Source: an optimization exercise on an open RTL-to-GDS flow (aim: small area and a short achievable clock period). Production flows keep margins and buffers that such runs may drop. Only simulation tests tie the RTL to the original design; equivalence was not proved. Power figures rest on the tool's default switching activity, not on a simulated workload.

==> inputs of build 46 <==
==> flow/design.v (excerpt) <==
module lookahead_sw_alloc (
    input  wire           clk,
    input  wire           arst_n,
    input  wire [149:0]   req,
    input  wire [239:0]   age,
    input  wire [15:0]    credit_return_in,
    output wire [14:0]    sel_vc,
    output wire [14:0]    sel_pc,
    output wire [9:0]     vc_new,
    output wire [15:0]    credit_return_out,
    output wire [24:0]    uppv,
    output wire [3:0]     grant_new
);
    wire [39:0] win_age;
    wire [24:0] win_req;
    wire [4:0]  byp;
    wire [15:0] avail;
    wire [24:0] gnt;
    for (genvar i = 0; i < 5; i++) begin : g_in
        vc_arbiter u_vc_arb (
            .req     (req[i*30 +: 30]),
            .age     (age[i*48 +: 48]),
            .sel_vc  (sel_vc[i*3 +: 3]),
            .win_age (win_age[i*8 +: 8]),
            .win_req (win_req[i*5 +: 5]),
            .byp     (byp[i])
        );
    end
    output_arbiter u_out_arb (
        .win_req (win_req),
        .win_age (win_age),
        .avail   (avail),
        .sel_pc  (sel_pc),
        .vc_new  (vc_new),
        .consume (credit_return_out),
        .gnt     (gnt)
    );
    for (genvar k = 0; k < 16; k++) begin : g_cred
        credit_tracker u_credit (
            .clk              (clk),
            .arst_n           (arst_n),
            .consume          (credit_return_out[k]),
            .credit_return_in (credit_return_in[k]),
            .avail            (avail[k])
        );
    end
    alloc_feedback u_feedback (
        .win_req   (win_req),
        .gnt       (gnt),
        .byp       (byp[3:0]),
        .uppv      (uppv),
        .grant_new (grant_new)
    );
endmodule
==> flow/config.mk <==
export PLATFORM = sky130hd
export DESIGN_NAME = lookahead_sw_alloc
export DESIGN_NICKNAME = lookahead_sw_alloc
export VERILOG_FILES = /design/flow/design.v
export SDC_FILE = /design/flow/constraint.sdc
export NUM_CORES = 4
export LEC_CHECK = 0
export ABC_AREA = 1
export CAP_MARGIN = 20
export CORE_MARGIN = 2
export CORE_UTILIZATION = 40
export SLEW_MARGIN = 20
==> flow/constraint.sdc <==
create_clock -name core_clock -period 29.0 [get_ports {clk}]
set_input_delay 5.8000 -clock core_clock [delete_from_list [all_inputs] [get_ports {clk}]]
set_output_delay 5.8000 -clock core_clock [all_outputs]
set_load 0.01 [all_outputs]
standard.sh (not shown) runs the stock make flow with config.mk's settings and CLKGATE_MAP_FILE= SYNTH_SCRIPT=/design/flow/synth_recipe.tcl, a recipe that flattens the netlist after the stock synthesis.
==> flow/flow/run.sh <==
#!/bin/bash
# Standard layout, except that synthesis maps the logic with an area-first
# ABC script (flow/abc_min.script) in place of ORFS's. Everything else,
# registers included, is the standard synthesis and flow.
set -euo pipefail
W=$(pwd)
F=$W/flow
{
    echo "proc abc {args} {"
    echo "    set i [lsearch -exact \$args -script]"
    echo "    if {\$i >= 0} { lset args [expr {\$i + 1}] $F/abc_min.script }"
    echo "    yosys abc {*}\$args"
    echo "}"
    cat "$W/synth_recipe.tcl"
} > "$W/own_synth.tcl"
sed "s#SYNTH_SCRIPT=[^ ]*#SYNTH_SCRIPT=$W/own_synth.tcl#" "$W/standard.sh" > "$W/own_standard.sh"
bash "$W/own_standard.sh" synth > "$W/synth.log" 2>&1
bash "$W/own_standard.sh" > "$W/layout.log" 2>&1
==> flow/flow/abc_min.script <==
strash
&get -n
&dch -f
&nf -R 1000
&put
==> trial 16: changes against build 46 <==
--- a/flow/flow/run.sh
+++ b/flow/flow/run.sh
@@ -15,4 +15,6 @@
 } > "$W/own_synth.tcl"
 sed "s#SYNTH_SCRIPT=[^ ]*#SYNTH_SCRIPT=$W/own_synth.tcl#" "$W/standard.sh" > "$W/own_standard.sh"
+export SETUP_SLACK_MARGIN=9
+export BUFFER_PORTS_ARGS="-buffer_cell sky130_fd_sc_hd__buf_1"
 bash "$W/own_standard.sh" synth > "$W/synth.log" 2>&1
 bash "$W/own_standard.sh" > "$W/layout.log" 2>&1
==> flow/flow/abc_min.script (replaced) <==
strash
&get -n
&dch -f
&nf -R 100
&put
buffer -c
upsize -c
dnsize -c
==> trial 58: changes against build 46 <==
--- a/flow/flow/run.sh
+++ b/flow/flow/run.sh
@@ -15,4 +15,6 @@
 } > "$W/own_synth.tcl"
 sed "s#SYNTH_SCRIPT=[^ ]*#SYNTH_SCRIPT=$W/own_synth.tcl#" "$W/standard.sh" > "$W/own_standard.sh"
+export SETUP_SLACK_MARGIN=8
+export BUFFER_PORTS_ARGS="-buffer_cell sky130_fd_sc_hd__buf_1"
 bash "$W/own_standard.sh" synth > "$W/synth.log" 2>&1
 bash "$W/own_standard.sh" > "$W/layout.log" 2>&1
==> flow/flow/abc_min.script (replaced) <==
strash
&get -n
&dch -f
&nf -R 100
&put
buffer -c
upsize -c
dnsize -c
CORE_UTILIZATION = 65   (was 40)
==> build 7: changes against build 46 <==
==> flow/run.sh (new file) <==
#!/bin/bash
# synth_recipe.tcl (not shown) runs the flow's synth.tcl, then flattens the netlist and writes it again
# the make line also repeats each setting of config.mk as NAME=value (left out here)
make -C /OpenROAD-flow-scripts/flow DESIGN_CONFIG=/design/flow/config.mk WORK_HOME=/design/flow/orfs CLKGATE_MAP_FILE= SYNTH_SCRIPT=/design/flow/synth_recipe.tcl finish
removed: flow/flow/run.sh
removed: flow/flow/abc_min.script
removed: flow/standard.sh
==> notes.md <==
Place WS around 7.2 ns; HP Class reg -> reg; Leak Pwr approximately 4.7 nW; buffer share of cell area about a fifth; post-route ant nets 0; layout cells sized above 1 around 15%; Fill cells approximately 2200; number of flip-flops and latches 48; status no timing/DRC/antenna violations; R2R setup slack 26.78 ns
That was trial 16.
==> notes.md <==
Place WS 5.57 ns; buffer share of cell area 35.5%; HP Class reg -> reg; Leak Pwr slightly above 5 nW; status no timing/DRC/antenna violations; number of flip-flops and latches 48; post-route ant nets 0
That was build 46.
==> notes.md <==
status stopped before the end; Last stage I/O pin placement; stop err [ERROR PPL-0024] Number of IO pins (493) exceeds maximum number of available positions (430). Increase the die perimeter from 484.14um to 670.48um.; Initial Util between 60% and 70%; compound-gate portion of the synthesized area 48.7%; Yosys warning total 3; Cell variety after synth 63; number of synthesized flops with an enable pin 0; FFs w/ async S/R, synth 100%
That was trial 58.
==> notes.md <==
Fill cells 3084; buffer share of cell area between 20% and 30%; dominant synthesized flop cell dfrtp_1; number of flip-flops and latches 48; R2R setup slack between 20 and 30 ns; layout cells sized above 1 about 8.9%; Leak Pwr 9.69 nW; post-route ant nets 0; HP Class reg -> reg; status no timing/DRC/antenna violations; Place WS roughly 9.2 ns
That was build 7.

==> what the ideal ports hide <==
In the flow no input, the clock included, has a driving cell. The finished layouts below were timed again as built, in two steps. Step 1, drivers: a clkbuf_16 drives clk and a buf_2 each remaining input, both assumed. Step 2, shift: input delay + t, output delay - t, t = (earliest + latest rising clock arrival at the registers) / 2. This alone moves slack from input paths to output paths. Three values: ideal, step 1, step 2; two values: the first two.
| run | t, ns | slack for setup (ns) | hold slack, ns | slew at the worst register clock pin (ns) |
|---|---|---|---|---|
| build 46 | 0.325 | 5.370 / 5.342 / 5.342 | 0.476 / 0.476 / 0.476 | 0.07 / 0.07 |
| trial 16 | 0.319 | 9.238 / 9.209 / 9.209 | 0.473 / 0.473 / 0.473 | 0.07 / 0.07 |
| build 7 | 0.327 | 9.084 / 9.060 / 9.060 | 0.489 / 0.489 / 0.489 | 0.07 / 0.07 |
After both steps setup and hold are still met in every run listed. For trial 16, which loses most, drivers alone change the setup slack by -0.029 ns; drivers and shift together by -0.029 ns.
